Background: an optimization exercise with open tools, aiming at a short achievable clock period and few clock cycles per item. Do not read the settings as production practice. Only simulation tests tie the RTL to the original design; equivalence was not proved. Power figures rest on the tool's default switching activity, not on a simulated workload.

**flow/design.v**
```verilog
`timescale 1ns/10ps
package isa_pkg;
    localparam int INSTR_W = 18;
    localparam int OPCODE_MSB = 17;
    localparam int OPCODE_LSB = 14;
    localparam int R1_LSB = 10;
    localparam int R2_LSB = 6;
    localparam int R3_LSB = 2;
    localparam int IMM_W = 6;          
    localparam int JUMP_TGT_LSB = 4;   
    typedef enum logic [OPCODE_MSB-OPCODE_LSB:0] {
        OP_ADD     = 4'b0000,
        OP_ADDI    = 4'b0001,
        OP_NOR     = 4'b0010,
        OP_CMP     = 4'b0011,
        OP_AND     = 4'b0100,
        OP_ANDI    = 4'b0101,
        OP_NAND    = 4'b0110,
        OP_ILLEGAL = 4'b0111,   
        OP_LD      = 4'b1000,
        OP_ST      = 4'b1001,
        OP_JE      = 4'b1010,   
        OP_JA      = 4'b1011,   
        OP_JB      = 4'b1100,   
        OP_JAE     = 4'b1101,   
        OP_JBE     = 4'b1110,   
        OP_JUMP    = 4'b1111    
    } opcode_e;
endpackage
`timescale 1ns/10ps
package core_pkg;
    localparam int WORD_W = 18;
    localparam int ADDR_W = 10;       
    localparam int REG_ADDR_W = 4;
    localparam int NUM_REGS = 16;
    typedef enum logic [3:0] {
        S_INIT   = 4'd0,
        S_FETCH  = 4'd1,
        S_DECODE = 4'd2,
        S_ALU    = 4'd3,
        S_CMP    = 4'd4,
        S_LD     = 4'd5,
        S_ST     = 4'd6,
        S_JUMP   = 4'd7,
        S_WRITE  = 4'd8
    } state_e;
    typedef enum logic [1:0] {
        ALU_ADD  = 2'b00,
        ALU_NOR  = 2'b01,
        ALU_AND  = 2'b10,
        ALU_NAND = 2'b11
    } alu_op_e;
endpackage
`timescale 1ns/10ps
module cpu_top (
    input  logic        clk,
    input  logic        reset,
    output logic [9:0]  instr_addr,
    input  logic [17:0] instr_data,
    output logic [9:0]  mem_addr,
    output logic [17:0] mem_wdata,
    output logic        mem_we,
    output logic        mem_re,
    input  logic [17:0] mem_rdata
);
    localparam int PD_LD   = 0;
    localparam int PD_ST   = 1;
    localparam int PD_CMP  = 2;
    localparam int PD_BR   = 3;    
    localparam int PD_JMP  = 4;    
    localparam int PD_WR   = 5;    
    localparam int PD_IMM  = 6;
    localparam int PD_ADD  = 7;    
    localparam int PD_NOR  = 8;
    localparam int PD_AND  = 9;    
    localparam int PD_NAND = 10;
    localparam int PD_CM   = 11;   
    localparam int PD_RX   = 15;   
    localparam int PD_RY   = 19;   
    localparam int PD_W    = 23;
    function automatic logic [PD_W-1:0] predecode(input logic [17:0] w);
        logic [PD_W-1:0] p;
        logic [3:0] op;
        logic       cmp, st;
        op = w[17:14];
        cmp = (op == 4'b0011);
        st  = (op == 4'b1001);
        p = '0;
        p[PD_LD]   = (op == 4'b1000);
        p[PD_ST]   = st;
        p[PD_CMP]  = cmp;
        p[PD_BR]   = op[3] && (op[3:1] != 3'b100);
        p[PD_JMP]  = (op == 4'b1111);
        p[PD_WR]   = (op == 4'b0000) || (op == 4'b0001) || (op == 4'b0010) ||
                     (op == 4'b0100) || (op == 4'b0101) || (op == 4'b0110) ||
                     (op == 4'b1000);
        p[PD_IMM]  = (op == 4'b0001) || (op == 4'b0101);
        p[PD_ADD]  = (op == 4'b0000) || (op == 4'b0001);
        p[PD_NOR]  = (op == 4'b0010);
        p[PD_AND]  = (op == 4'b0100) || (op == 4'b0101);
        p[PD_NAND] = (op == 4'b0110);
        case (op)
            4'b1010: p[PD_CM +: 4] = 4'b0100;   
            4'b1011: p[PD_CM +: 4] = 4'b0001;   
            4'b1100: p[PD_CM +: 4] = 4'b0010;   
            4'b1101: p[PD_CM +: 4] = 4'b0101;   
            4'b1110: p[PD_CM +: 4] = 4'b1110;   
            4'b1111: p[PD_CM +: 4] = 4'b1111;   
            default: p[PD_CM +: 4] = 4'b0000;
        endcase
        p[PD_RX +: 4] = (cmp || st) ? w[13:10] : w[9:6];
        p[PD_RY +: 4] = cmp ? w[9:6] : w[5:2];
        predecode = p;
    endfunction
    function automatic logic reads_x(input logic [17:0] w, input logic [3:0] r);
        logic [3:0] op;
        logic       m1, m2;
        op = w[17:14];
        m1 = (w[13:10] == r);
        m2 = (w[9:6] == r);
        reads_x = ((op == 4'b0011) || (op == 4'b1001)) ? m1 : m2;
    endfunction
    function automatic logic reads_y(input logic [17:0] w, input logic [3:0] r);
        logic [3:0] op;
        logic       m2, m3;
        op = w[17:14];
        m2 = (w[9:6] == r);
        m3 = (w[5:2] == r);
        reads_y = (op == 4'b0011) ? m2 :
                  ((op == 4'b0001) || (op == 4'b0101)) ? 1'b0 : m3;
    endfunction
    function automatic logic [17:0] ks_add(input logic [17:0] a, input logic [17:0] b);
        logic [17:0] p, g, gg, pp, gn, pn;
        p = a ^ b;
        g = a & b;
        gg = g;
        pp = p;
        for (int l = 0; l < 5; l++) begin
            for (int i = 0; i < 18; i++) begin
                if (i >= (1 << l)) begin
                    gn[i] = gg[i] | (pp[i] & gg[i - (1 << l)]);
                    pn[i] = pp[i] & pp[i - (1 << l)];
                end else begin
                    gn[i] = gg[i];
                    pn[i] = pp[i];
                end
            end
            gg = gn;
            pp = pn;
        end
        ks_add = p ^ {gg[16:0], 1'b0};
    endfunction
    function automatic logic tree_lt(input logic [17:0] a, input logic [17:0] b);
        logic [17:0] lt, eq, ltn, eqn;
        lt = ~a & b;
        eq = ~(a ^ b);
        for (int l = 0; l < 5; l++) begin
            for (int i = 0; i < 18; i++) begin
                if (i >= (1 << l)) begin
                    ltn[i] = lt[i] | (eq[i] & lt[i - (1 << l)]);
                    eqn[i] = eq[i] & eq[i - (1 << l)];
                end else begin
                    ltn[i] = lt[i];
                    eqn[i] = eq[i];
                end
            end
            lt = ltn;
            eq = eqn;
        end
        tree_lt = lt[17];
    endfunction
    logic [PD_W-1:0] pd_in;
    assign pd_in = predecode(instr_data);
    logic [9:0]  fa_q;        
    logic [9:0]  pcI_q;       
    logic        vI_q;
    logic        selB_q;      
    logic [1:0]  bht [32];
    logic        btb_v [8];
    logic        btb_j [8];       
    logic [6:0]  btb_tag [8];     
    logic [9:0]  btb_tgt [8];
    logic [17:0] ir_q;
    logic [PD_W-1:0] pd_q;
    logic [9:0]  pcD_q;
    logic        vD_q;
    logic        predD_q;     
    logic        bpD_q;       
    logic [3:0]  mtD_q;       
    logic [9:0]  btgtD_q;     
    logic        sxs_q, sxl_q, sxw_q;
    logic        sys_q, syl_q, syw_q, simm_q;
    logic [15:0] ohx_q, ohy_q;
    logic        vE_q;
    logic [17:0] opX_q, opY_q;
    logic        e_add_q, e_nor_q, e_and_q, e_ld_q, e_st_q, e_cmp_q, e_wr_q;
    logic [3:0]  e_rd_q;
    logic        mis_q;       
    logic        e_cbr_q;     
    logic        e_tk_q;      
    logic [4:0]  e_bi_q;      
    logic        e_tbr_q;     
    logic        e_bad_q;     
    logic        e_jmp_q;
    logic [9:0]  e_pc_q;
    logic [9:0]  e_tgt_q;
    logic        z_q, c_q;
    logic [17:0] res_q;
    logic        w_wr_q;
    logic [3:0]  w_rd_q;
    logic        mem_we_q, mem_re_q;
    logic [9:0]  mem_addr_q;
    logic [17:0] wdata_q;
    logic [17:0] rf [16];
    assign instr_addr = fa_q;
    logic [17:0] sum, lres, res;
    logic        eq, lt;
    assign sum  = ks_add(opX_q, opY_q);
    assign lres = e_ld_q  ? mem_rdata :
                  e_nor_q ? ~(opX_q | opY_q) :
                  e_and_q ? (opX_q & opY_q) : ~(opX_q & opY_q);
    assign res  = e_add_q ? sum : lres;
    assign eq   = ~|(opX_q ^ opY_q);
    assign lt   = tree_lt(opX_q, opY_q);
    logic z_n, c_n;
    assign z_n = (vE_q && e_cmp_q) ? eq : z_q;
    assign c_n = (vE_q && e_cmp_q) ? lt : c_q;
    logic mis, dred, stall;
    assign mis   = mis_q;
    assign dred  = vD_q && predD_q && !bpD_q && !mis;
    assign stall = vD_q && pd_q[PD_LD] && vE_q && e_st_q;
    logic taken_n;
    assign taken_n = pd_q[PD_CM + {z_n, c_n}];
    logic vE_n, vD_n;
    assign vE_n = vD_q && !mis && !stall;
    assign vD_n = stall ? vD_q : (vI_q && !mis && !dred);
    logic bad;
    assign bad = bpD_q && (!pd_q[PD_BR] || ir_q[13:4] != btgtD_q);
    logic mis_f, mis_n;
    assign mis_f = (vE_q && e_cmp_q) ? (eq ? mtD_q[2] : (lt ? mtD_q[1] : mtD_q[0])) :
                                       mtD_q[{z_q, c_q}];
    assign mis_n = vE_n && (mis_f || bad);
    logic [PD_W-1:0] pd_n;
    logic [17:0]     ir_n;
    assign ir_n = stall ? ir_q : instr_data;
    assign pd_n = stall ? pd_q : pd_in;
    logic bht_pred;
    assign bht_pred = bht[pcI_q[4:0]][1];
    logic pred_in;
    assign pred_in = pd_in[PD_JMP] || (pd_in[PD_BR] && bht_pred);
    logic stall_n;
    assign stall_n = !stall && vD_n && pd_in[PD_LD] && vE_n && pd_q[PD_ST];
    logic dsel_n;
    assign dsel_n = !stall && vD_n && pred_in && !selB_q;
    logic [2:0] bix;
    logic       hit;
    assign bix = fa_q[2:0];
    assign hit = btb_v[bix] && btb_tag[bix] == fa_q[9:3] &&
                 (btb_j[bix] || bht[fa_q[4:0]][1]);
    logic [9:0] redir_n, fa_n;
    assign redir_n = taken_n ? ir_q[13:4] : pcD_q + 10'd1;
    always_comb begin
        if (mis_n)        fa_n = redir_n;
        else if (dsel_n)  fa_n = ir_n[13:4];
        else if (stall_n) fa_n = fa_q;
        else if (hit)     fa_n = btb_tgt[bix];
        else              fa_n = fa_q + 10'd1;
    end
    logic [17:0] opX_n, opY_n;
    always_comb begin
        opX_n = ({18{sxs_q}} & sum) | ({18{sxl_q}} & lres) | ({18{sxw_q}} & res_q);
        opY_n = ({18{sys_q}} & sum) | ({18{syl_q}} & lres) | ({18{syw_q}} & res_q) |
                ({18{simm_q}} & {12'd0, ir_q[5:0]});
        for (int i = 0; i < 16; i++) begin
            opX_n = opX_n | ({18{ohx_q[i]}} & rf[i]);
            opY_n = opY_n | ({18{ohy_q[i]}} & rf[i]);
        end
    end
    logic e_wr_n;
    assign e_wr_n = vE_n && pd_q[PD_WR];
    logic fxe_n, fye_n, fxw_n, fyw_n;
    assign fxe_n = e_wr_n && (stall ? 1'b0 : reads_x(instr_data, ir_q[13:10]));
    assign fye_n = e_wr_n && (stall ? 1'b0 : reads_y(instr_data, ir_q[13:10]));
    assign fxw_n = e_wr_q && (stall ? 1'b0 : reads_x(instr_data, e_rd_q));
    assign fyw_n = e_wr_q && (stall ? 1'b0 : reads_y(instr_data, e_rd_q));
    always_ff @(posedge clk or posedge reset) begin
        if (reset) begin
            fa_q     <= '0;
            pcI_q    <= '0;
            vI_q     <= 1'b0;
            selB_q   <= 1'b0;
            ir_q     <= '0;
            pd_q     <= '0;
            pcD_q    <= '0;
            vD_q     <= 1'b0;
            predD_q  <= 1'b0;
            bpD_q    <= 1'b0;
            mtD_q    <= '0;
            btgtD_q  <= '0;
            sxs_q    <= 1'b0;
            sxl_q    <= 1'b0;
            sxw_q    <= 1'b0;
            sys_q    <= 1'b0;
            syl_q    <= 1'b0;
            syw_q    <= 1'b0;
            simm_q   <= 1'b0;
            ohx_q    <= '0;
            ohy_q    <= '0;
            vE_q     <= 1'b0;
            opX_q    <= '0;
            opY_q    <= '0;
            e_add_q  <= 1'b0;
            e_nor_q  <= 1'b0;
            e_and_q  <= 1'b0;
            e_ld_q   <= 1'b0;
            e_st_q   <= 1'b0;
            e_cmp_q  <= 1'b0;
            e_wr_q   <= 1'b0;
            e_rd_q   <= '0;
            mis_q    <= 1'b0;
            e_cbr_q  <= 1'b0;
            e_tk_q   <= 1'b0;
            e_bi_q   <= '0;
            e_tbr_q  <= 1'b0;
            e_bad_q  <= 1'b0;
            e_jmp_q  <= 1'b0;
            e_pc_q   <= '0;
            e_tgt_q  <= '0;
            z_q      <= 1'b0;
            c_q      <= 1'b0;
            res_q    <= '0;
            w_wr_q   <= 1'b0;
            w_rd_q   <= '0;
            mem_we_q <= 1'b0;
            mem_re_q <= 1'b0;
            mem_addr_q <= '0;
            wdata_q    <= '0;
        end else begin
            fa_q   <= fa_n;
            pcI_q  <= fa_q;
            vI_q   <= stall ? vI_q : 1'b1;
            selB_q <= !mis_n && !dsel_n && !stall_n && hit;
            if (!stall) begin
                ir_q    <= instr_data;
                pd_q    <= pd_in;
                pcD_q   <= pcI_q;
                predD_q <= pred_in || selB_q;
                mtD_q   <= {4{pd_in[PD_BR]}} & (pd_in[PD_CM +: 4] ^ {4{pred_in || selB_q}});
                bpD_q   <= selB_q;
                btgtD_q <= fa_q;
            end
            vD_q  <= vD_n;
            sxs_q  <= fxe_n && pd_q[PD_ADD];
            sxl_q  <= fxe_n && !pd_q[PD_ADD];
            sxw_q  <= fxw_n && !fxe_n;
            sys_q  <= fye_n && pd_q[PD_ADD];
            syl_q  <= fye_n && !pd_q[PD_ADD];
            syw_q  <= fyw_n && !fye_n;
            simm_q <= pd_n[PD_IMM];
            for (int i = 0; i < 16; i++) begin
                ohx_q[i] <= (pd_n[PD_RX +: 4] == 4'(i)) && !fxe_n && !fxw_n;
                ohy_q[i] <= (pd_n[PD_RY +: 4] == 4'(i)) && !fye_n && !fyw_n && !pd_n[PD_IMM];
            end
            vE_q    <= vE_n;
            opX_q   <= opX_n;
            opY_q   <= opY_n;
            e_add_q <= pd_q[PD_ADD];
            e_nor_q <= pd_q[PD_NOR];
            e_and_q <= pd_q[PD_AND];
            e_ld_q  <= pd_q[PD_LD];
            e_st_q  <= pd_q[PD_ST];
            e_cmp_q <= pd_q[PD_CMP];
            e_wr_q  <= e_wr_n;
            e_rd_q  <= ir_q[13:10];
            mis_q   <= mis_n;
            e_cbr_q <= vE_n && pd_q[PD_BR] && !pd_q[PD_JMP];
            e_tk_q  <= taken_n;
            e_bi_q  <= pcD_q[4:0];
            e_tbr_q <= vE_n && pd_q[PD_BR] && taken_n;
            e_bad_q <= vE_n && bpD_q && !pd_q[PD_BR];
            e_jmp_q <= pd_q[PD_JMP];
            e_pc_q  <= pcD_q;
            e_tgt_q <= ir_q[13:4];
            z_q     <= z_n;
            c_q     <= c_n;
            res_q  <= res;
            w_wr_q <= e_wr_q;
            w_rd_q <= e_rd_q;
            mem_we_q   <= vE_n && pd_q[PD_ST];
            mem_re_q   <= vD_n && pd_n[PD_LD] && !mis_n && !stall_n;
            mem_addr_q <= ((vE_n && pd_q[PD_ST]) || stall) ? ir_q[9:0] : instr_data[9:0];
            if (pd_q[PD_ST]) wdata_q <= opX_n;
        end
    end
    always_ff @(posedge clk or posedge reset) begin
        if (reset) begin
            for (int i = 0; i < 32; i++) bht[i] <= 2'b10;
        end else begin
            for (int i = 0; i < 32; i++) begin
                if (e_cbr_q && e_bi_q == 5'(i)) begin
                    if (e_tk_q) bht[i] <= {bht[i][1] | bht[i][0], bht[i][1] | ~bht[i][0]};
                    else        bht[i] <= {bht[i][1] & bht[i][0], bht[i][1] & ~bht[i][0]};
                end
            end
        end
    end
    always_ff @(posedge clk or posedge reset) begin
        if (reset) begin
            for (int i = 0; i < 8; i++) begin
                btb_v[i]   <= 1'b0;
                btb_j[i]   <= 1'b0;
                btb_tag[i] <= '0;
                btb_tgt[i] <= '0;
            end
        end else begin
            for (int i = 0; i < 8; i++) begin
                if (e_pc_q[2:0] == 3'(i)) begin
                    if (e_tbr_q) begin
                        btb_v[i]   <= 1'b1;
                        btb_j[i]   <= e_jmp_q;
                        btb_tag[i] <= e_pc_q[9:3];
                        btb_tgt[i] <= e_tgt_q;
                    end else if (e_bad_q) begin
                        btb_v[i]   <= 1'b0;
                    end
                end
            end
        end
    end
    always_ff @(posedge clk or posedge reset) begin
        if (reset) begin
            for (int i = 0; i < 16; i++) rf[i] <= '0;
        end else if (w_wr_q) begin
            rf[w_rd_q] <= res_q;
        end
    end
    assign mem_we    = mem_we_q;
    assign mem_re    = mem_re_q;
    assign mem_addr  = mem_addr_q;
    assign mem_wdata = wdata_q;
endmodule
```
**flow/run.sh**
```bash
#!/bin/bash
# synth_recipe.tcl (not shown) runs the flow's synth.tcl, then flattens the netlist and writes it again
# the make line also repeats each setting of config.mk as NAME=value (left out here)
make -C /OpenROAD-flow-scripts/flow DESIGN_CONFIG=/design/flow/config.mk WORK_HOME=/design/flow/orfs CLKGATE_MAP_FILE= SYNTH_SCRIPT=/design/flow/synth_recipe.tcl finish
```
**flow/config.mk**
```make
export PLATFORM = sky130hd
export DESIGN_NAME = cpu_top
export DESIGN_NICKNAME = cpu_top
export VERILOG_FILES = /design/flow/design.v
export SDC_FILE = /design/flow/constraint.sdc
export NUM_CORES = 4
export LEC_CHECK = 0
export ABC_CLOCK_PERIOD_IN_PS = 2000
export CAP_MARGIN = 20
export CORE_MARGIN = 2
export CORE_UTILIZATION = 40
export GPL_TIMING_DRIVEN = 1
export SETUP_SLACK_MARGIN = 4.0
export SLEW_MARGIN = 20
```
**flow/constraint.sdc**
```tcl
create_clock -name core_clock -period 6.0 [get_ports {clk}]
set_input_delay 1.2000 -clock core_clock [delete_from_list [all_inputs] [get_ports {clk}]]
set_output_delay 1.2000 -clock core_clock [all_outputs]
set_load 0.01 [all_outputs]
```
==> results of run 1 <==
==> cells in the final DEF, fill, tap and decap left out, types with 37 or more instances in the layout <==
cell	instances
clkbuf_16	86
o21ai_0	87
a222oi_1	52
xnor2_1	52
a22o_1	43
a21oi_1	95
inv_1	66
a22oi_1	208
nand3_1	64
dfrtp_1	691
nand2_1	274
mux2_2	495
buf_2	37
buf_4	209
nor2_1	158
buf_6	62
nand4_1	53
buf_12	40
==> area by class of cell <==
| type | instances | area, um^2 |
|---|---|---|
| clock inverters | 29 | 437 |
| repair buffers | 394 | 4040 |
| inverters | 92 | 364 |
| multi-input cells | 2246 | 18600 |
| well taps | 1243 | 1560 |
| clock buffers | 121 | 2440 |
| flip-flops and latches | 752 | 18900 |
| fillers | 8173 | 45600 |
==> cells by family (layout without fill, tap and decap cells) <==
logic type      count (synthesis)  in the layout  synth area share
mux                           563            563             0.169
fa+ha+maj                      64             64            0.0217
buf+inv                       332            636            0.0359
compound gates                736            736             0.145
flops                         752            752             0.507
xor+xnor                       87             87            0.0205
simple gates                  795            796             0.101
==> sequential cells by signal, summed over array words and instances (netlist names), 18 cells and up <==
name,flops
pd_q,22
opY_q,18
rf,288
btb_tag,56
res_q,18
btb_tgt,80
opX_q,18
wdata_q,18
bht,64
==> final timing paths <==
| kind | endpoint | slack, ps | cells after the start |
|---|---|---|---|
| min in group asynchronous | bht[1][0]$_DFFE_PP0P_ | 1140 | 4 |
| max in group asynchronous | opY_q[0]$_DFF_PP0_ | 4120 | 5 |
| max reg2reg | fa_q[4]$_DFFE_PP0P_ | 2770 | 15 |
| min | e_nor_q$_DFF_PP0_ | 380 | 0 |
| max | fa_q[4]$_DFFE_PP0P_ | 2770 | 15 |
| min reg2reg | e_nor_q$_DFF_PP0_ | 380 | 0 |
==> power groups by stage <==
stage	clock network, mW	logic, mW	registers (mW)
floorplan	0	5.07	8.25
global placement	0	6.41	9.10
detailed placement	0	6.51	9.12
CTS	5.53	8.22	8.96
global route	5.75	9.63	9.28
finish	5.47	9.06	9.07
==> per-layer routing <==
| metal | part of all wire | up-vias | routed length (um) | global-route usage |
|---|---|---|---|---|
| met4 | 0.065 | 2 | 8720 | 0.164 |
| met1 | 0.40 | 15100 | 53300 | 0.361 |
| met3 | 0.094 | 488 | 12600 | 0.0654 |
| li1 | - | 12700 | - | - |
| met2 | 0.45 | 1664 | 60100 | 0.428 |
| met5 | 0.00010 | - | 14 | 0 |
==> what timing repair did <==
item,CTS,global route
setup endpoints to repair,1134,500
buffers inserted,175,59
pin swaps,93,93
gates cloned,10,2
hold buffers,0,0
resized for setup,549,126
==> through the flow <==
| stage | hold slack (ps) | cell area, um^2 | cells | setup slack [ps] | total power, mW |
|---|---|---|---|---|---|
| 3_3_place_gp | 360 | 39500 | 4481 | 1710 | 15.5 |
| 6_report | 384 | 46300 | 4877 | 2770 | 23.6 |
| 2_1_floorplan | 352 | 37500 | 3329 | -5480 | 13.3 |
| 4_1_cts | 384 | 45300 | 4816 | 2880 | 22.7 |
| 3_5_place_dp | 363 | 39500 | 4481 | 1680 | 15.6 |
| 5_1_grt | 404 | 46300 | 4877 | 2660 | 24.6 |
==> notes.md, run 1 <==
status=no timing/DRC/antenna violations; Worst Setup SP=fa_q[0]$_DFFE_PP0P_; final hold viol count=0; pin count of the biggest net entering global routing=130; FP Rows=111; max frequency=310 MHz; post-route setup TNS=0 ps; num ports=78; most frequent cell after synthesis=dfrtp_1; First DRT Iteration DRCs=3469; area delta synth->final=24.6%; core area=91900 um^2; syn_nets=3431; DRT Pass-1 Iters=8; Netlist cell types=83; CTS Buf Count=83; vias post-DR=30.0k; ys async rst share=1.00; global-route wire length before repair=197000 um; GPL Wtd Cong=0.906; CTS tree=yes; # DRC=0; unrepaired setup endpoints after global routing=true; H-tree depth=3; Most used DFF post-synth=dfrtp_1; Die Y=309 um; die area=95400 um^2; CP most frequent cell=buf_4; Clock transition at path regs=60 ps; Syn. warnings=7; critical-path cell list=ha_4 > buf_4 > and3_4 > ha_4 > a222oi_1 > o2111ai_1 > o211ai_1 > nor3_2 > buf_4 > buf_6 > buf_4 > buf_4 > mux2i_1 > o211ai_1 > nand2_1; drt wl/cell=27.6 um; CTS Root Cell=clkbuf_16; worst-margin pin slew=896 ps; critical path's slowest cell=dfrtp_2; cell family with most CP delay=compound AO/OA/AOI/OAI gates; Worst Setup Start Kind=flip-flop; ANT cells=0; final core occ=0.504; Slew Limit Fails=0; sequential fraction of the synthesis area=0.507; internal power=15.0 mW; CTS sink cnt=752; Bufs and invs on worst path=5; r2r startpoint=fa_q[0]$_DFFE_PP0P_; leakage=20.0 nW; clock latency on the worst-skew pair=660 ps; Post-Route WL=135000 um; Max Buffers Root-to-Sink=3; final setup vio count=0; Initial Utilization=0.404; hold path startpoint=pd_q[8]$_DFFE_PP0N_; #FFs+latches synth=752; Peak VDD IR=0.240 mV; Global Route Usage Sum=0.279; critical path peak fanout=5; nets=3671; EDFF count, synth=0; worst setup path class=flip-flop to flip-flop; crit path DAT=3770 ps; fin crit share=0.538; layout cells sized above 1=0.373; power share of the clock group=0.232; number of global-route vias before repair=29.7k; leading area contributor after synthesis=dfrtp_1; Netlist Area Pre-Place=37200 um^2; worst min path class=flip-flop to flip-flop; grt total ovfl=0; Gate Count Post-Synth=3329; antenna violations before repair=3; dominant cells by area after synthesis=dfrtp_1, mux2_2, a22oi_1; Critical Path Sink Type=flip-flop; Rel. slew slack=0.402; number of I/O port buffers=77; most instantiated cells after synthesis=dfrtp_1, mux2_2, nand2_1; Net Sw Frac=0.365; Routed Antenna Nets=0; Comb pwr share=0.384; drt via density=6.15; share of the synthesized area in the top cell type=0.485; die extent in x=309 um; Switch Pwr=8.62 mW; sequential cell fraction of total power=0.384; synthesized area per cell=11.2 um^2; crit path time final=3230 ps; Power per Cell Area=509 nW/um^2; crit-path max cell delay=490 ps; hpwl dp=77100 um; Max Clock Skew=24.2 ps; WP data required=6540 ps; Max Cap Viol=0
Testbench counts, summed over its fixed seeds: cycles 92,650, instrs 84,944.
==> run 2, diff against run 1 <==
==> flow/config.mk (replaced) <==
export PLATFORM = sky130hd
export DESIGN_NAME = cpu_top
export DESIGN_NICKNAME = cpu_top
export VERILOG_FILES = /design/flow/design.v
export SDC_FILE = /design/flow/constraint.sdc
export NUM_CORES = 4
export LEC_CHECK = 0
export CAP_MARGIN = 20
export CORE_MARGIN = 2
export CORE_UTILIZATION = 40
export GPL_TIMING_DRIVEN = 1
export SETUP_SLACK_MARGIN = 3.4
export SLEW_MARGIN = 20
==> run 2 against run 1 <==
Effect of this change: flip-flop and latch count is the same; critical path type unchanged; clock-buffer cell count decreased by 1; fmax grew 0.94%; global-route usage shrank 0.99 points; design area fell by 4.7%; die area is the same; via count shrank 3.1%.
==> notes.md, run 2 <==
worst-margin pin slew=1290 ps; WP data required=6510 ps; leakage=18.9 nW; crit-path max cell delay=480 ps; Max Buffers Root-to-Sink=3; syn_nets=3431; Worst Setup Start Kind=flip-flop; hold path startpoint=pd_q[2]$_DFFE_PP0N_; CP most frequent cell=ha_4; status=no timing/DRC/antenna violations; number of global-route vias before repair=28.9k; GPL Wtd Cong=0.884; final hold viol count=0; clock latency on the worst-skew pair=650 ps; Rel. slew slack=0.143; CTS tree=yes; nets=3548; met1 Resource Use GR=0.347; max frequency=313 MHz; Max Cap Viol=0; CTS Buf Count=80; cell family with most CP delay=compound AO/OA/AOI/OAI gates; dominant cells by area after synthesis=dfrtp_1, mux2_2, a22oi_1; global routing usage on met2=0.422; critical path's slowest cell=dfrtp_2; critical-path cell list=ha_4 > ha_4 > buf_12 > a222oi_1 > a31oi_1 > xnor2_1 > nand4_1 > nor3_2 > buf_6 > buf_4 > mux2i_1 > o21ai_1 > a221o_1; Post-Route WL=130000 um; most frequent cell after synthesis=dfrtp_1; final setup vio count=0; core area=91900 um^2; Netlist Area Pre-Place=37200 um^2; crit path DAT=3710 ps; ANT cells=0; global-route wire length before repair=191000 um; # hold bufs at CTS=0; Die Y=309 um; final core occ=0.480; unrepaired setup endpoints after global routing=true; share of the synthesized area in the top cell type=0.485; Comb pwr share=0.365; antenna violations before repair=2; pin count of the biggest net entering global routing=155; Hold Path End=e_cmp_q$_DFF_PP0_; grt total ovfl=0; H-tree depth=3; Largest regs=rf x288, btb_tgt x80, bht x64; flop-to-flop setup slack=2800 ps; Power per Cell Area=511 nW/um^2; crit path time final=3200 ps; num ports=78; drt via density=6.12; internal power=14.2 mW; Bufs and invs on worst path=3; Worst Setup SP=fa_q[0]$_DFFE_PP0P_; hold path cells=0; vias post-DR=29.0k; most instantiated cells after synthesis=dfrtp_1, mux2_2, nand2_1; Peak VDD IR=0.283 mV; ys async rst share=1.00; Largest Register=rf; Global Route Usage Sum=0.269; Most used DFF post-synth=dfrtp_1; hpwl dp=77500 um; Net Sw Frac=0.369; area delta synth->final=18.7%; die extent in x=309 um; Initial Utilization=0.404; post-route setup TNS=0 ps; Syn. warnings=7; Slew Limit Fails=0; worst setup path class=flip-flop to flip-flop; Placed Cells=4485; layout cells sized above 1=0.310; max FFs per register=288; synthesized area per cell=11.2 um^2; Clock transition at path regs=60 ps; Routed Antenna Nets=0; finished layout cell area=44100 um^2; r2r startpoint=fa_q[0]$_DFFE_PP0P_; Switch Pwr=8.32 mW; power share of the clock group=0.233; FF-to-FF path depth=13; number of I/O port buffers=77; FP Rows=111; critical path peak fanout=6; met3 Use GR=0.0625; CTS Root Cell=clkbuf_16; First DRT Iteration DRCs=3703; most frequent cells in the layout=dfrtp_1, mux2_2, nand2_1; Non-Filler Instances=4748; EDFF count, synth=0; sequential fraction of the synthesis area=0.507; GRT Max-Usage Layer=met2; commonest non-fill, non-tap cell in the layout=dfrtp_1; # DRC=0; Critical Path Sink Type=flip-flop; CTS sink cnt=752; area post-placement=39400 um^2; worst min path class=flip-flop to flip-flop; fin crit share=0.533; DRT Pass-1 Iters=9; Gate Count Post-Synth=3329; die area=95400 um^2; drt wl/cell=27.3 um; Netlist cell types=83; #FFs+latches synth=752; sequential cell fraction of total power=0.402; FF-to-FF End=fa_q[1]$_DFFE_PP0P_; Max Clock Skew=20.1 ps; fillers=8367; leading area contributor after synthesis=dfrtp_1
-- run 2: cell counts after synthesis --
No cell type changed its count.
-- run 2: metrics by stage --
stage	setup slack (ps)	power, mW	hold slack (ps)
floorplan	-5480	13.2	352
global placement	1710	15.5	359
detailed placement	1700	15.6	374
CTS	2860	21.9	389
global route	2710	23.6	404
finish	2800	22.5	393
-- run 2: worst register-to-register path: cells and delay by family (launching register included) --
family / cells / cell delay, ps
muxes: 1 / 190
and+or+nand+nor: 2 / 400
DFF: 1 / 480
adders and majority gates: 2 / 420
xor gates and xnor gates: 1 / 230
AOI/OAI and AO/OA: 4 / 920
buffers and inverters: 3 / 440
-- run 2: kinds of logic after synthesis --
group | Yosys count | synth area share
mux | 563 | 0.169
compound gates | 736 | 0.145
fa+ha+maj | 64 | 0.0217
xor+xnor | 87 | 0.0205
simple gates | 795 | 0.101
flops | 752 | 0.507
buf+inv | 332 | 0.0359
-- run 2: routing by layer --
layer  vias up  routed length [um]
li1      12500                   -
met1     14700               50900
met2      1479               58800
met3       423               12500
met4         0                7700
met5         -                   0
-- run 2: cell type report --
type / instances / area (um^2) / share of cell area
clock inverter: 21 / 325 / 0.00737
inverter: 92 / 349 / 0.00791
tap: 1243 / 1560 / 0.0352
timing repair buffer: 273 / 2560 / 0.0579
sequential: 752 / 18900 / 0.428
multi-input combinational: 2247 / 18100 / 0.409
clock buffer: 120 / 2420 / 0.0547
-- run 2: power groups by stage --
stage               sequential [mW]  combinational, mW  clock, mW
global placement               9.11               6.36          0
detailed placement             9.13               6.47          0
floorplan                      8.25               4.99          0
global route                   9.28               8.79       5.52
CTS                            8.96               7.66       5.31
finish                         9.05               8.23       5.26
-- run 2: how the worst max path moves through the flow --
| stage | endpoint | slack (ps) | cells after the start |
|---|---|---|---|
| after floorplan | bht[0][0]$_DFFE_PP0P_ | -5480 | 1 |
| after global placement | fa_q[7]$_DFFE_PP0P_ | 1710 | 11 |
| after detailed placement | fa_q[7]$_DFFE_PP0P_ | 1700 | 11 |
| after CTS | fa_q[9]$_DFFE_PP0P_ | 2860 | 13 |
| after global routing | fa_q[1]$_DFFE_PP0P_ | 2710 | 15 |
| final | fa_q[1]$_DFFE_PP0P_ | 2800 | 13 |
-- run 2: repair_timing --
| action | CTS | global route |
|---|---|---|
| gates resized for setup | 239 | 115 |
| endpoints found under the setup margin | 142 | 136 |
| gates cloned | 6 | 1 |
| buffers inserted | 92 | 23 |
| pin swaps | 66 | 55 |
==> run 3, diff against run 2 <==
--- a/flow/design.v
+++ b/flow/design.v
@@ -175,6 +175,10 @@
     logic [9:0]  pcI_q;       
     logic        vI_q;
     logic        selB_q;      
+    logic        hit_q;       
+    logic [9:0]  tgtH_q;      
+    logic [9:0]  ia_nq;       
+    logic [9:0]  redir_q;     
     logic [1:0]  bht [32];
     logic        btb_v [8];
     logic        btb_j [8];       
@@ -210,9 +214,9 @@
     logic [3:0]  w_rd_q;
     logic        mem_we_q, mem_re_q;
     logic [9:0]  mem_addr_q;
-    logic [17:0] wdata_q;
+    logic [17:0] wd_nq;       
     logic [17:0] rf [16];
-    assign instr_addr = fa_q;
+    assign instr_addr = ~ia_nq;
     logic [17:0] sum, lres, res;
     logic        eq, lt;
     assign sum  = ks_add(opX_q, opY_q);
@@ -252,20 +256,24 @@
     assign stall_n = !stall && vD_n && pd_in[PD_LD] && vE_n && pd_q[PD_ST];
     logic dsel_n;
     assign dsel_n = !stall && vD_n && pred_in && !selB_q;
+    logic [9:0] seqa;
     logic [2:0] bix;
-    logic       hit;
-    assign bix = fa_q[2:0];
-    assign hit = btb_v[bix] && btb_tag[bix] == fa_q[9:3] &&
-                 (btb_j[bix] || bht[fa_q[4:0]][1]);
+    logic       hitL;
+    assign seqa = fa_q + 10'd1;
+    assign bix  = seqa[2:0];
+    assign hitL = btb_v[bix] && btb_tag[bix] == seqa[9:3] &&
+                  (btb_j[bix] || bht[seqa[4:0]][1]);
     logic [9:0] redir_n, fa_n;
+    logic       useq_n;
     assign redir_n = taken_n ? ir_q[13:4] : pcD_q + 10'd1;
     always_comb begin
-        if (mis_n)        fa_n = redir_n;
+        if (mis)          fa_n = redir_q;
         else if (dsel_n)  fa_n = ir_n[13:4];
         else if (stall_n) fa_n = fa_q;
-        else if (hit)     fa_n = btb_tgt[bix];
-        else              fa_n = fa_q + 10'd1;
+        else if (hit_q)   fa_n = tgtH_q;
+        else              fa_n = seqa;
     end
+    assign useq_n = !mis && !dsel_n && !stall_n && !hit_q;
     logic [17:0] opX_n, opY_n;
     always_comb begin
         opX_n = ({18{sxs_q}} & sum) | ({18{sxl_q}} & lres) | ({18{sxw_q}} & res_q);
@@ -289,6 +297,10 @@
             pcI_q    <= '0;
             vI_q     <= 1'b0;
             selB_q   <= 1'b0;
+            hit_q    <= 1'b0;
+            tgtH_q   <= '0;
+            ia_nq    <= '1;
+            redir_q  <= '0;
             ir_q     <= '0;
             pd_q     <= '0;
             pcD_q    <= '0;
@@ -334,12 +346,16 @@
             mem_we_q <= 1'b0;
             mem_re_q <= 1'b0;
             mem_addr_q <= '0;
-            wdata_q    <= '0;
+            wd_nq      <= '1;
         end else begin
             fa_q   <= fa_n;
             pcI_q  <= fa_q;
-            vI_q   <= stall ? vI_q : 1'b1;
-            selB_q <= !mis_n && !dsel_n && !stall_n && hit;
+            ia_nq  <= ~fa_n;
+            vI_q   <= stall ? vI_q : !mis;
+            selB_q <= !mis && !dsel_n && !stall_n && hit_q;
+            hit_q  <= useq_n && hitL;
+            tgtH_q <= btb_tgt[bix];
+            redir_q <= redir_n;
             if (!stall) begin
                 ir_q    <= instr_data;
                 pd_q    <= pd_in;
@@ -389,7 +405,7 @@
             mem_we_q   <= vE_n && pd_q[PD_ST];
             mem_re_q   <= vD_n && pd_n[PD_LD] && !mis_n && !stall_n;
             mem_addr_q <= ((vE_n && pd_q[PD_ST]) || stall) ? ir_q[9:0] : instr_data[9:0];
-            if (pd_q[PD_ST]) wdata_q <= opX_n;
+            wd_nq      <= ~opX_n;
         end
     end
     always_ff @(posedge clk or posedge reset) begin
@@ -437,5 +453,5 @@
     assign mem_we    = mem_we_q;
     assign mem_re    = mem_re_q;
     assign mem_addr  = mem_addr_q;
-    assign mem_wdata = wdata_q;
+    assign mem_wdata = ~wd_nq;
 endmodule
--- a/flow/config.mk
+++ b/flow/config.mk
@@ -5,9 +5,10 @@
 export SDC_FILE = /design/flow/constraint.sdc
 export NUM_CORES = 4
 export LEC_CHECK = 0
+export ABC_CLOCK_PERIOD_IN_PS = 2000
 export CAP_MARGIN = 20
 export CORE_MARGIN = 2
 export CORE_UTILIZATION = 40
 export GPL_TIMING_DRIVEN = 1
-export SETUP_SLACK_MARGIN = 3.4
+export SETUP_SLACK_MARGIN = 4.0
 export SLEW_MARGIN = 20
==> run 3 against run 2 <==
Effect of this change: sequential power rose by 1%; design area grew 8.0%; clock skew rose by 2.4 ps; synthesized area grew 2.8%; still clean; die area increased by 2.7%; synthesized cell count up 3.4%; worst hold slack worse by 5.3 ps; clock-buffer cell count increased by 4; core utilization up 2.2 points; largest cell class unchanged.
==> notes.md, run 3 <==
status=no timing/DRC/antenna violations; post-route setup TNS=0 ps; critical-path cell list=inv_2 > ha_4 > nor4_4 > nand3_4 > nor4b_4 > buf_6 > mux2_4 > mux2i_4 > mux2i_4 > buf_12 > mux2_1; most instantiated cells after synthesis=dfrtp_1, mux2_2, nand2_1; die area=98000 um^2; fillers=8397; ys async rst share=1.00; clock latency on the worst-skew pair=660 ps; drt wl/cell=26.5 um; GPL Wtd Cong=0.861; Largest regs=rf x288, btb_tgt x80, bht x64; Largest Register=rf; M1 WL=53400 um; number of global-route vias before repair=30.0k; #FFs+latches synth=783; num ports=78; worst setup path class=flip-flop to flip-flop; antenna violations before repair=2; EDFF count, synth=0; dpl ws=1540 ps; synthesized area per cell=11.1 um^2; Worst Setup Start Kind=flip-flop; commonest non-fill, non-tap cell in the layout=dfrtp_1; DRT Pass-1 Iters=8; number of I/O port buffers=77; WP data required=6530 ps; Post-Route WL=132000 um; Peak VDD IR=0.328 mV; Most used DFF post-synth=dfrtp_1; Clock transition at path regs=60 ps; hold path startpoint=pd_q[2]$_DFFE_PP0N_; critical path's slowest cell=dfrtp_1; CP most frequent cell=mux2i_4; Hold Path End=e_cmp_q$_DFF_PP0_; Max Cap Viol=0; syn_nets=3542; Netlist Area Pre-Place=38200 um^2; hold path cells=0; global-route wire length before repair=196000 um; metal3 WL=10600 um; setup ws final=3150 ps; Power per Cell Area=499 nW/um^2; CTS tree=yes; First DRT Iteration DRCs=3525; FP Rows=113; Initial Utilization=0.403; final setup vio count=0; Syn. warnings=7; Net Sw Frac=0.364; FF-to-FF path depth=11; hpwl dp=76100 um; crit path DAT=3380 ps; sequential cell fraction of total power=0.385; share of the synthesized area in the top cell type=0.474; drt via density=6.00; Max Buffers Root-to-Sink=3; max frequency=351 MHz; # DRC=0; leading area contributor after synthesis=dfrtp_1; Global Route Usage Sum=0.265; Switch Pwr=8.64 mW; unrepaired setup endpoints after global routing=true; dominant cells by area after synthesis=dfrtp_1, mux2_2, a22oi_1; worst-margin pin slew=1190 ps; CTS Root Cell=clkbuf_16; max FFs per register=288; CTS sink cnt=783; Slew Limit Fails=0; nets=3745; crit-path max cell delay=380 ps; pin count of the biggest net entering global routing=123; top layer in use=met5; most frequent cells in the layout=dfrtp_1, mux2_2, nand2_1; Gate Count Post-Synth=3443; sequential fraction of the synthesis area=0.515; Max Clock Skew=22.5 ps; final hold viol count=0; Rel. slew slack=0.206; layout cells sized above 1=0.376; Netlist cell types=92; FF-to-FF End=redir_q[9]$_DFF_PP0_; area delta synth->final=24.8%; core area=94900 um^2; worst min path class=flip-flop to flip-flop; internal power=15.1 mW; crit path time final=2850 ps; Comb pwr share=0.369; DR WL met2=62200 um; critical path peak fanout=11; power share of the clock group=0.246; vias post-DR=29.9k; leakage=20.8 nW; die extent in x=313 um; Critical Path Sink Type=flip-flop; flop-to-flop setup slack=3150 ps; Routed Antenna Nets=0; Die Y=313 um; grt total ovfl=0; fin crit share=0.475; H-tree depth=3; CTS Buf Count=88; most frequent cell after synthesis=dfrtp_1; r2r startpoint=opY_q[13]$_DFF_PP0_
-- run 3: cells by family (layout without fill, tap and decap cells) --
logic type | Yosys count | in the layout | share of synthesized area
xor gates and xnor gates | 101 | 102 | 0.0233
and+or+nand+nor | 835 | 837 | 0.103
DFF | 783 | 783 | 0.515
buffers and inverters | 365 | 639 | 0.0383
AOI/OAI and AO/OA | 756 | 756 | 0.141
adders and majority gates | 61 | 61 | 0.0202
muxes | 542 | 542 | 0.160
other | 0 | 1 | 0
-- run 3: how the worst max path moves through the flow --
| stage | from | slack, ps | end |
|---|---|---|---|
| 2_1_floorplan | reset | -5890 | bht[0][0]$_DFFE_PP0P_ |
| 3_3_place_gp | instr_data[17] | 1590 | ia_nq[6]$_DFF_PP1_ |
| 3_5_place_dp | instr_data[17] | 1540 | ia_nq[0]$_DFF_PP1_ |
| 4_1_cts | opX_q[17]$_DFF_PP0_ | 3130 | redir_q[9]$_DFF_PP0_ |
| 5_1_grt | opY_q[13]$_DFF_PP0_ | 3090 | redir_q[9]$_DFF_PP0_ |
| 6_report | opY_q[13]$_DFF_PP0_ | 3150 | redir_q[9]$_DFF_PP0_ |
-- run 3: cell type report --
type / instances / area [um^2] / area share
Tap cell: 1265 / 1580 / 0.0332
Clock buffer: 124 / 2560 / 0.0536
Inverter: 125 / 489 / 0.0103
Clock inverter: 40 / 591 / 0.0124
Timing Repair Buffer: 349 / 3690 / 0.0775
Timing Repair inverter: 1 / 5.00 / 0.000105
Antenna cell: 1 / 2.50 / 0.0000525
Sequential cell: 783 / 19700 / 0.413
Multi-Input combinational cell: 2298 / 19000 / 0.399
-- run 3: worst max-delay path: cells and delay by family, from the launching register on --
family        cells  cell delay (ps)
fa+ha+maj         1              270
buf+inv           3              390
simple gates      3              790
mux               4              880
flops             1              380
-- run 3: power groups by stage --
| stage | logic, mW | clock network [mW] | registers, mW |
|---|---|---|---|
| after floorplan | 5.12 | 0 | 8.32 |
| after global placement | 6.47 | 0 | 9.10 |
| after detailed placement | 6.58 | 0 | 9.13 |
| after CTS | 8.18 | 5.93 | 9.05 |
| after global routing | 9.40 | 6.17 | 9.38 |
| final | 8.77 | 5.86 | 9.15 |
-- run 3: per-layer routing --
layer | vias up | GRT usage
met5 | - | 0
met4 | 2 | 0.105
met3 | 381 | 0.0556
met2 | 1426 | 0.431
met1 | 15200 | 0.346
li1 | 12900 | -
-- run 3: stage by stage --
| stage | power (mW) | util | std cells | hold slack (ps) | area, um^2 |
|---|---|---|---|---|---|
| floorplan | 13.4 | - | 3443 | 349 | 38600 |
| global placement | 15.6 | 0.429 | 4624 | 360 | 40700 |
| detailed placement | 15.7 | 0.429 | 4624 | 370 | 40700 |
| CTS | 23.2 | 0.489 | 4935 | 384 | 46400 |
| global route | 24.9 | 0.502 | 4985 | 404 | 47700 |
| finish | 23.8 | 0.502 | 4986 | 388 | 47700 |
-- run 3: what timing repair did --
action	CTS	global route
pin swaps	93	73
cloned	8	4
resized for setup	565	197
endpoints found under the setup margin	1090	683
buffers inserted	139	46
hold buffers	0	0
Testbench counts of run 3, summed over its fixed seeds: cycles 95,043, instrs 84,944.
==> run 4, diff against run 3 <==
--- a/flow/design.v
+++ b/flow/design.v
@@ -118,7 +118,8 @@
         op = w[17:14];
         m1 = (w[13:10] == r);
         m2 = (w[9:6] == r);
-        reads_x = ((op == 4'b0011) || (op == 4'b1001)) ? m1 : m2;
+        reads_x = ((op == 4'b0011) || (op == 4'b1001)) ? m1 :
+                  ((op[3] == 1'b0) && (op != 4'b0111)) ? m2 : 1'b0;
     endfunction
     function automatic logic reads_y(input logic [17:0] w, input logic [3:0] r);
         logic [3:0] op;
@@ -127,7 +128,7 @@
         m2 = (w[9:6] == r);
         m3 = (w[5:2] == r);
         reads_y = (op == 4'b0011) ? m2 :
-                  ((op == 4'b0001) || (op == 4'b0101)) ? 1'b0 : m3;
+                  ((op[3] == 1'b0) && (op[0] == 1'b0)) ? m3 : 1'b0;
     endfunction
     function automatic logic [17:0] ks_add(input logic [17:0] a, input logic [17:0] b);
         logic [17:0] p, g, gg, pp, gn, pn;
@@ -192,8 +193,9 @@
     logic        bpD_q;       
     logic [3:0]  mtD_q;       
     logic [9:0]  btgtD_q;     
-    logic        sxs_q, sxl_q, sxw_q;
-    logic        sys_q, syl_q, syw_q, simm_q;
+    logic        sxl_q, sxw_q;
+    logic        syl_q, syw_q, simm_q;
+    logic        stall_q;     
     logic [15:0] ohx_q, ohy_q;
     logic        vE_q;
     logic [17:0] opX_q, opY_q;
@@ -232,7 +234,7 @@
     logic mis, dred, stall;
     assign mis   = mis_q;
     assign dred  = vD_q && predD_q && !bpD_q && !mis;
-    assign stall = vD_q && pd_q[PD_LD] && vE_q && e_st_q;
+    assign stall = stall_q;
     logic taken_n;
     assign taken_n = pd_q[PD_CM + {z_n, c_n}];
     logic vE_n, vD_n;
@@ -253,7 +255,10 @@
     logic pred_in;
     assign pred_in = pd_in[PD_JMP] || (pd_in[PD_BR] && bht_pred);
     logic stall_n;
-    assign stall_n = !stall && vD_n && pd_in[PD_LD] && vE_n && pd_q[PD_ST];
+    assign stall_n = !stall && vD_n && vE_n &&
+                     ((pd_in[PD_LD] && pd_q[PD_ST]) ||
+                      (pd_q[PD_ADD] && (reads_x(instr_data, ir_q[13:10]) ||
+                                        reads_y(instr_data, ir_q[13:10]))));
     logic dsel_n;
     assign dsel_n = !stall && vD_n && pred_in && !selB_q;
     logic [9:0] seqa;
@@ -276,8 +281,8 @@
     assign useq_n = !mis && !dsel_n && !stall_n && !hit_q;
     logic [17:0] opX_n, opY_n;
     always_comb begin
-        opX_n = ({18{sxs_q}} & sum) | ({18{sxl_q}} & lres) | ({18{sxw_q}} & res_q);
-        opY_n = ({18{sys_q}} & sum) | ({18{syl_q}} & lres) | ({18{syw_q}} & res_q) |
+        opX_n = ({18{sxl_q}} & lres) | ({18{sxw_q}} & res_q);
+        opY_n = ({18{syl_q}} & lres) | ({18{syw_q}} & res_q) |
                 ({18{simm_q}} & {12'd0, ir_q[5:0]});
         for (int i = 0; i < 16; i++) begin
             opX_n = opX_n | ({18{ohx_q[i]}} & rf[i]);
@@ -287,10 +292,10 @@
     logic e_wr_n;
     assign e_wr_n = vE_n && pd_q[PD_WR];
     logic fxe_n, fye_n, fxw_n, fyw_n;
-    assign fxe_n = e_wr_n && (stall ? 1'b0 : reads_x(instr_data, ir_q[13:10]));
-    assign fye_n = e_wr_n && (stall ? 1'b0 : reads_y(instr_data, ir_q[13:10]));
-    assign fxw_n = e_wr_q && (stall ? 1'b0 : reads_x(instr_data, e_rd_q));
-    assign fyw_n = e_wr_q && (stall ? 1'b0 : reads_y(instr_data, e_rd_q));
+    assign fxe_n = e_wr_n && reads_x(ir_n, ir_q[13:10]);
+    assign fye_n = e_wr_n && reads_y(ir_n, ir_q[13:10]);
+    assign fxw_n = e_wr_q && reads_x(ir_n, e_rd_q);
+    assign fyw_n = e_wr_q && reads_y(ir_n, e_rd_q);
     always_ff @(posedge clk or posedge reset) begin
         if (reset) begin
             fa_q     <= '0;
@@ -309,10 +314,9 @@
             bpD_q    <= 1'b0;
             mtD_q    <= '0;
             btgtD_q  <= '0;
-            sxs_q    <= 1'b0;
             sxl_q    <= 1'b0;
             sxw_q    <= 1'b0;
-            sys_q    <= 1'b0;
+            stall_q  <= 1'b0;
             syl_q    <= 1'b0;
             syw_q    <= 1'b0;
             simm_q   <= 1'b0;
@@ -366,12 +370,11 @@
                 btgtD_q <= fa_q;
             end
             vD_q  <= vD_n;
-            sxs_q  <= fxe_n && pd_q[PD_ADD];
-            sxl_q  <= fxe_n && !pd_q[PD_ADD];
+            sxl_q  <= fxe_n;
             sxw_q  <= fxw_n && !fxe_n;
-            sys_q  <= fye_n && pd_q[PD_ADD];
-            syl_q  <= fye_n && !pd_q[PD_ADD];
+            syl_q  <= fye_n;
             syw_q  <= fyw_n && !fye_n;
+            stall_q <= stall_n;
             simm_q <= pd_n[PD_IMM];
             for (int i = 0; i < 16; i++) begin
                 ohx_q[i] <= (pd_n[PD_RX +: 4] == 4'(i)) && !fxe_n && !fxw_n;
==> run 4 against run 3 <==
Effect of this change: clock-buffer cell count rose by 7; cell count fell by 1.7%; register-to-register slack improved by 40 ps; non-clock buffer count rose by 4; global-route usage fell by 0.58 points; flip-flop and latch count rose by 2; sequential power rose by 2.6%; power fell by 0.97%; clock power fell by 6.5%; first-iteration DRC count rose by 2.1%; synthesized cell count fell by 2.3%; wire length fell by 0.81%; critical path type unchanged; largest cell class unchanged; largest power group unchanged.
==> notes.md, run 4 <==
Slew Limit Fails=0; worst hold slack=397 ps; flop-to-flop setup slack=3190 ps; number of global-route vias before repair=28.8k; Max Clock Skew=28.3 ps; GPL Wtd Cong=0.877; nets=3672; drt via density=6.07; commonest non-fill, non-tap cell in the layout=dfrtp_1; # DRC=0; Seq. cell area=19800 um^2; DRT Pass-1 Iters=7; Worst Setup SP=opY_q[7]$_DFF_PP0_; FF-to-FF path depth=11; FP Rows=113; final setup vio count=0; Post-Route WL=131000 um; crit path time final=2810 ps; clock latency on the worst-skew pair=660 ps; ys async rst share=1.00; leakage=20.5 nW; Power per Cell Area=497 nW/um^2; Peak VDD IR=0.324 mV; Largest regs=rf x288, btb_tgt x80, bht x64; die area=97900 um^2; #FFs+latches synth=785; Gate Count Post-Synth=3364; most frequent cells in the layout=dfrtp_1, mux2_2, nand2_1; max frequency=355 MHz; synthesized area per cell=11.3 um^2; crit path DAT=3340 ps; fin crit share=0.469; unrepaired setup endpoints after global routing=true; ANT cells=0; critical path peak fanout=8; Routed Antenna Nets=0; FF-to-FF End=redir_q[9]$_DFF_PP0_; Initial Utilization=0.403; Worst Setup Start Kind=flip-flop; area of the multi-input gates=18900 um^2; hpwl dp=75200 um; Netlist cell types=83; area delta synth->final=24.2%; number of I/O port buffers=77; r2r startpoint=opY_q[7]$_DFF_PP0_; share of the synthesized area in the top cell type=0.476; CTS Buf Count=87; met1 Resource Use GR=0.347; Rel. slew slack=0.436; WP data required=6520 ps; global routing usage on met2=0.405; vias post-DR=29.7k; worst setup path class=flip-flop to flip-flop; leading area contributor after synthesis=dfrtp_1; Global Route Usage Sum=0.259; Placed Cells=4549; met3 Use GR=0.0677; fillers=8297; Largest Register=rf; CP Capture Point=redir_q[9]$_DFF_PP0_; H-tree depth=3; GRT Max-Usage Layer=met2; EDFF count, synth=0; worst min path class=flip-flop to flip-flop; Syn. warnings=7; CTS Root Cell=clkbuf_16; # hold bufs at CTS=0; Non-Filler Instances=4903; max FFs per register=288; die extent in x=313 um; First DRT Iteration DRCs=3600; syn_nets=3463; Die Y=313 um; most instantiated cells after synthesis=dfrtp_1, mux2_2, nand2_1; Critical Path Sink Type=flip-flop; CTS tree=yes; pin count of the biggest net entering global routing=173; Max Buffers Root-to-Sink=3; dominant cells by area after synthesis=dfrtp_1, mux2_2, dfstp_2; final hold viol count=0; layout cells sized above 1=0.379; Clock transition at path regs=60 ps; drt wl/cell=26.7 um; sequential fraction of the synthesis area=0.517; Max Cap Viol=0; num ports=78; Most used DFF post-synth=dfrtp_1; Netlist Area Pre-Place=38100 um^2; total power=23.5 mW; grt total ovfl=0; CTS sink cnt=785; worst-margin pin slew=847 ps; status=no timing/DRC/antenna violations; global-route wire length before repair=192000 um; antenna violations before repair=0; most frequent cell after synthesis=dfrtp_1; core area=94700 um^2
==> run 4: cell count changes in the layout (fill, tap and decap cells not counted), sizes merged, moves of 16 or more <==
cell / previous run / this run
o21ai: 115 / 137
a22oi: 226 / 208
a221o: 28 / 4
a21oi: 141 / 107
nor2: 181 / 146
a221oi: 42 / 67
inv: 126 / 142
mux2i: 38 / 56
nand2: 346 / 247
a22o: 31 / 51
==> run 4: cells by family after synthesis <==
group | synth area share
DFF | 0.517
AOI/OAI and AO/OA | 0.141
and+or+nand+nor | 0.0910
muxes | 0.168
buffers and inverters | 0.0383
xor gates and xnor gates | 0.0248
adders and majority gates | 0.0202
==> run 4: worst min path at each step <==
| stage | start | end | slack [ps] | depth (start not counted) |
|---|---|---|---|---|
| finish | pd_q[8]$_DFFE_PP0N_ | e_nor_q$_DFF_PP0_ | 400 | 0 |
| global route | pd_q[8]$_DFFE_PP0N_ | e_nor_q$_DFF_PP0_ | 400 | 0 |
| CTS | pd_q[8]$_DFFE_PP0N_ | e_nor_q$_DFF_PP0_ | 390 | 0 |
| detailed placement | pd_q[8]$_DFFE_PP0N_ | e_nor_q$_DFF_PP0_ | 380 | 0 |
| global placement | pd_q[8]$_DFFE_PP0N_ | e_nor_q$_DFF_PP0_ | 360 | 0 |
| floorplan | pd_q[2]$_DFFE_PP0N_ | e_cmp_q$_DFF_PP0_ | 350 | 0 |
==> run 4: worst max-delay path, cell delays in order, from the launching register on <==
cell      delay (ps)
dfrtp_1          400
inv_1            100
ha_4             240
nor4_4           250
nand3b_1         230
nor2_4           180
o41ai_4          100
buf_6            160
a41oi_4          180
mux2i_4          360
buf_8            190
mux2_4           310
==> run 4: what timing repair did <==
| action | CTS | global route |
|---|---|---|
| endpoints found under the setup margin | 1193 | 620 |
| endpoints found under the hold margin | 0 | 0 |
| buffers inserted | 129 | 55 |
| pin swaps | 107 | 99 |
| gates cloned | 9 | 7 |
| gates resized for setup | 520 | 191 |
==> run 4: per-layer routing <==
layer,share of wire,up-vias
li1,-,12700
met1,0.41,15200
met2,0.46,1525
met3,0.094,347
met4,0.041,0
met5,0,-
==> run 4: cell type report <==
type,count,area share
inverters,145,0.0117
well taps,1265,0.0334
flip-flops and latches,785,0.417
repair buffers,353,0.0767
multi-input cells,2201,0.400
clock inverters,23,0.00557
clock buffers,131,0.0558
==> run 4: metrics by stage <==
step,setup slack (ps),util,cell area (um^2),TNS [ps]
2_1_floorplan,-5920,-,38600,-4465610
3_3_place_gp,1650,0.429,40700,0
3_5_place_dp,1610,0.430,40700,0
4_1_cts,3190,0.486,46100,0
5_1_grt,3060,0.500,47400,0
6_report,3190,0.500,47400,0
==> run 4: where the power goes <==
part | switching (mW) | internal [mW]
registers | 2.06 | 7.33
clock network | 2.23 | 3.25
logic | 4.28 | 4.39
Testbench counts of run 4, summed over its fixed seeds: cycles 95,621, instrs 84,944.

[re-timing with driven ports]
In the flow no input, the clock included, has a driving cell. The finished layouts below were timed again as built, in two steps. Step 1, drivers: a clkbuf_16 drives clk and a buf_2 each remaining input, both assumed. Step 2 moves the port delays by t, midway between the first and last clock arrival at a register: inputs arrive t later, outputs are due t later. That takes back most of the time a late clock gives input paths. Three values: ideal ports, drivers, drivers and shift; two values: the first two.
run | shift t [ns] | setup WS [ns] | latest minus earliest clock arrival (ns)
run 1 | 0.720 | 2.775 / 2.775 / 2.507 | 0.035 / 0.034
run 2 | 0.702 | 2.805 / 2.805 / 2.357 | 0.026 / 0.026
run 3 | 0.720 | 3.148 / 3.148 / 2.883 | 0.025 / 0.024
run 4 | 0.708 | 3.187 / 3.187 / 2.628 | 0.031 / 0.031
After both steps setup and hold are still met in every run listed. For run 4, which loses most, drivers alone change the setup slack by 0.000 ns; drivers and shift together by -0.559 ns.
